From an optimization exercise on the open Yosys and OpenROAD flow, aimed at small area, a short achievable clock period and few clock cycles per item; shortcuts taken in it are not production practice.
At most, simulation tests tie the RTL to the original design; equivalence was not proved.
Power figures rest on the tool's default switching activity, not on a simulated workload.

==> run a <==
## isr_core
module isr_core #(
    parameter  int DATA_WID = isr_pkg::DATA_WID,
    localparam int ROOT_WID = DATA_WID / 2,
    localparam int CNT_WID  = $clog2(ROOT_WID)
) (
    input  logic                clk,
    input  logic                rst,
    input  logic [DATA_WID-1:0] a,
    input  logic                clken,
    input  logic                calcen,
    output logic                busy,
    output logic                done,
    output logic [ROOT_WID-1:0] root,
    output logic [ROOT_WID:0]   rem
);
==> module isr_step, before the edit <==
module isr_step #(
    parameter int ROOT_WID = isr_pkg::ROOT_WID
) (
    input  logic [ROOT_WID:0]   w,
    input  logic [ROOT_WID-1:0] r,
    input  logic [1:0]          bits,
    output logic [ROOT_WID:0]   w_next,
    output logic [ROOT_WID-1:0] r_next
);
    logic [ROOT_WID+2:0] t;
    logic [ROOT_WID+2:0] q;
    logic [ROOT_WID+3:0] d;
    logic                ge;
    always_comb begin
        t      = {w, bits};
        q      = {1'b0, r, 2'b01};
        d      = {1'b0, t} - {1'b0, q};
        ge     = !d[ROOT_WID+3];
        w_next = (ROOT_WID + 1)'(ge ? d[ROOT_WID+2:0] : t);
        r_next = {r[ROOT_WID-2:0], ge};
    end
endmodule
==> module isr_core, before the edit <==
module isr_core #(
    parameter  int DATA_WID = isr_pkg::DATA_WID,
    localparam int ROOT_WID = DATA_WID / 2,
    localparam int CNT_WID  = $clog2(ROOT_WID)
) (
    input  logic                clk,
    input  logic                rst,
    input  logic [DATA_WID-1:0] a,
    input  logic                clken,
    input  logic                calcen,
    output logic                busy,
    output logic                done,
    output logic [ROOT_WID-1:0] root,
    output logic [ROOT_WID:0]   rem
);
    localparam logic [CNT_WID-1:0] LAST_CNT = CNT_WID'(ROOT_WID - 1);
    logic [DATA_WID-1:0] sr;
    logic [CNT_WID-1:0]  cnt;
    logic                calcen_d;
    logic                done_seen;
    logic                armed;
    logic [ROOT_WID-1:0] r_next;
    logic [ROOT_WID:0]   w_next;
    logic                idle;
    logic                start;
    isr_step #(
        .ROOT_WID (ROOT_WID)
    ) u_step (
        .w      (rem),
        .r      (root),
        .bits   (sr[DATA_WID-1 -: 2]),
        .w_next (w_next),
        .r_next (r_next)
    );
    always_comb begin
        idle  = !busy && !done;
        start = calcen && !calcen_d && armed && idle && !done_seen;
    end
    always_ff @(posedge clk) begin
        if (!busy) sr <= a;
        else       sr <= sr << 2;
    end
    always_ff @(posedge clk or posedge rst) begin
        if (rst) begin
            cnt       <= '0;
            calcen_d  <= 1'b0;
            done_seen <= 1'b0;
            armed     <= 1'b0;
            busy      <= 1'b0;
            done      <= 1'b0;
            root      <= '0;
            rem       <= '0;
        end else begin
            calcen_d <= calcen;
            armed    <= 1'b1;
            done     <= 1'b0;
            if (done) done_seen <= 1'b1;
            if (idle) begin
                if (clken) done_seen <= 1'b0;
                if (start) begin
                    root <= '0;
                    rem  <= '0;
                    cnt  <= '0;
                    busy <= 1'b1;
                end
            end
            if (busy) begin
                root <= r_next;
                rem  <= w_next;
                cnt  <= cnt + 1'b1;
                if (cnt == LAST_CNT) begin
                    busy <= 1'b0;
                    done <= 1'b1;
                end
            end
        end
    end
endmodule
make LEC_CHECK=0 CAP_MARGIN=20 CORE_MARGIN=2 CORE_UTILIZATION=40 SLEW_MARGIN=20 finish   # period 5.0 ns
run.sh (not shown) runs the stock make flow with config.mk's settings and CLKGATE_MAP_FILE= SYNTH_SCRIPT=/design/flow/synth_recipe.tcl, a recipe that flattens the netlist after the stock synthesis.
==> run b: changes against run a <==
--- a/flow/design.v
+++ b/flow/design.v
@@ -19,12 +19,10 @@
     logic [ROOT_WID+2:0] t;
     logic [ROOT_WID+2:0] q;
-    logic [ROOT_WID+3:0] d;
     logic                ge;
     always_comb begin
         t      = {w, bits};
         q      = {1'b0, r, 2'b01};
-        d      = {1'b0, t} - {1'b0, q};
-        ge     = !d[ROOT_WID+3];
-        w_next = (ROOT_WID + 1)'(ge ? d[ROOT_WID+2:0] : t);
+        ge     = (t >= q);
+        w_next = (ROOT_WID + 1)'(ge ? (t - q) : t);
         r_next = {r[ROOT_WID-2:0], ge};
     end
@@ -46,5 +44,8 @@
 );
     localparam logic [CNT_WID-1:0] LAST_CNT = CNT_WID'(ROOT_WID - 1);
+    isr_pkg::isr_state_t state;
     logic [DATA_WID-1:0] sr;
+    logic [ROOT_WID-1:0] r_work;
+    logic [ROOT_WID:0]   w_work;
     logic [CNT_WID-1:0]  cnt;
     logic                calcen_d;
@@ -53,11 +54,10 @@
     logic [ROOT_WID-1:0] r_next;
     logic [ROOT_WID:0]   w_next;
-    logic                idle;
     logic                start;
     isr_step #(
         .ROOT_WID (ROOT_WID)
     ) u_step (
-        .w      (rem),
-        .r      (root),
+        .w      (w_work),
+        .r      (r_work),
         .bits   (sr[DATA_WID-1 -: 2]),
         .w_next (w_next),
@@ -65,13 +65,12 @@
     );
     always_comb begin
-        idle  = !busy && !done;
-        start = calcen && !calcen_d && armed && idle && !done_seen;
-    end
-    always_ff @(posedge clk) begin
-        if (!busy) sr <= a;
-        else       sr <= sr << 2;
+        start = calcen && !calcen_d && armed && (state == isr_pkg::IDLE) && !done_seen;
     end
     always_ff @(posedge clk or posedge rst) begin
         if (rst) begin
+            state     <= isr_pkg::IDLE;
+            sr        <= '0;
+            r_work    <= '0;
+            w_work    <= '0;
             cnt       <= '0;
             calcen_d  <= 1'b0;
@@ -86,23 +85,39 @@
             armed    <= 1'b1;
             done     <= 1'b0;
-            if (done) done_seen <= 1'b1;
-            if (idle) begin
-                if (clken) done_seen <= 1'b0;
-                if (start) begin
-                    root <= '0;
-                    rem  <= '0;
-                    cnt  <= '0;
-                    busy <= 1'b1;
+            case (state)
+                isr_pkg::IDLE: begin
+                    if (clken) begin
+                        done_seen <= 1'b0;
+                    end
+                    if (start) begin
+                        sr     <= a;
+                        r_work <= '0;
+                        w_work <= '0;
+                        cnt    <= '0;
+                        busy   <= 1'b1;
+                        state  <= isr_pkg::CALC;
+                    end
                 end
-            end
-            if (busy) begin
-                root <= r_next;
-                rem  <= w_next;
-                cnt  <= cnt + 1'b1;
-                if (cnt == LAST_CNT) begin
-                    busy <= 1'b0;
-                    done <= 1'b1;
+                isr_pkg::CALC: begin
+                    sr     <= sr << 2;
+                    r_work <= r_next;
+                    w_work <= w_next;
+                    cnt    <= cnt + 1'b1;
+                    if (cnt == LAST_CNT) begin
+                        root  <= r_next;
+                        rem   <= w_next;
+                        busy  <= 1'b0;
+                        done  <= 1'b1;
+                        state <= isr_pkg::DONE;
+                    end
                 end
-            end
+                isr_pkg::DONE: begin
+                    done_seen <= 1'b1;
+                    state     <= isr_pkg::IDLE;
+                end
+                default: begin
+                    state <= isr_pkg::IDLE;
+                end
+            endcase
         end
     end
==> results.txt <==
- In run a the clock power is lower than in run b, by 38%.
- Of run a and run b, run a has the higher critical path depth (gap 3).
- Between run b and run a, the lower synthesized cell count is in run a (gap 54%, measured against run a).
- Clock skew: run b is lower than run a (0.0011 ns).
- Die area: run a is smaller than run b (about 30%).
- Via count: run b is larger than run a (about 44%).
==> figures <==
                                                                  run a                   run b
Reg-to-Reg Start                                    root[0]$_DFFE_PP0P_  r_work[34]$_DFFE_PP0P_
Worst Hold Margin                                             0.4495 ns               0.4762 ns
Register-to-Register Setup Slack                                0.33 ns                 0.71 ns
Gpl congestion                                                   0.9795                  0.9076
Sequential cell area                                       0.01186 mm^2            0.01962 mm^2
Register bit total from synthesis                                   525                     784
Proportion of cell area spent on the clock network               5.589%                  6.416%
Clk sinks                                                           525                     784
Run status                                     timing/DRC/antenna clean  timing/DRC/antenna clean
Flip-flop and latch share of the layout cell area                33.11%                  39.41%
Die height                                                     268.3 um                321.7 um
Post-synthesis async set-or-reset flop share                     51.24%                  100.0%
Arrival time of the worst setup path                            5.17 ns                 4.85 ns
Inverters excl. clock                                               171                     175
Testbench counts of run a, summed over its fixed seeds: cycles 33,528, items 256.
The RTL of run b was laid out without a check of its function.

-- static timing again, ports no longer ideal --
The results above use ideal ports. As a check the final layouts listed here were re-extracted and re-timed, cells and wires unchanged. Step 1 (the two cells are an assumption about what drives the block):
set clk [get_ports {clk}]
set_driving_cell -lib_cell sky130_fd_sc_hd__clkbuf_16 $clk
set_driving_cell -lib_cell sky130_fd_sc_hd__buf_2 [delete_from_list [all_inputs] $clk]
Step 2 also shifts input and output timing later by t, the mid clock arrival at the registers, as if the neighbouring blocks saw the same clock. Three values: no drivers, after step 1, after step 2; two values: the first two.
run | shift t [ns] | slack for setup (ns) | worst setup path at the end
run a | 0.684 | 0.325 / 0.325 / 0.325 | register to register
run b | 0.743 | 0.707 / 0.707 / 0.707 | register to register
After both steps every run listed still meets setup and hold.
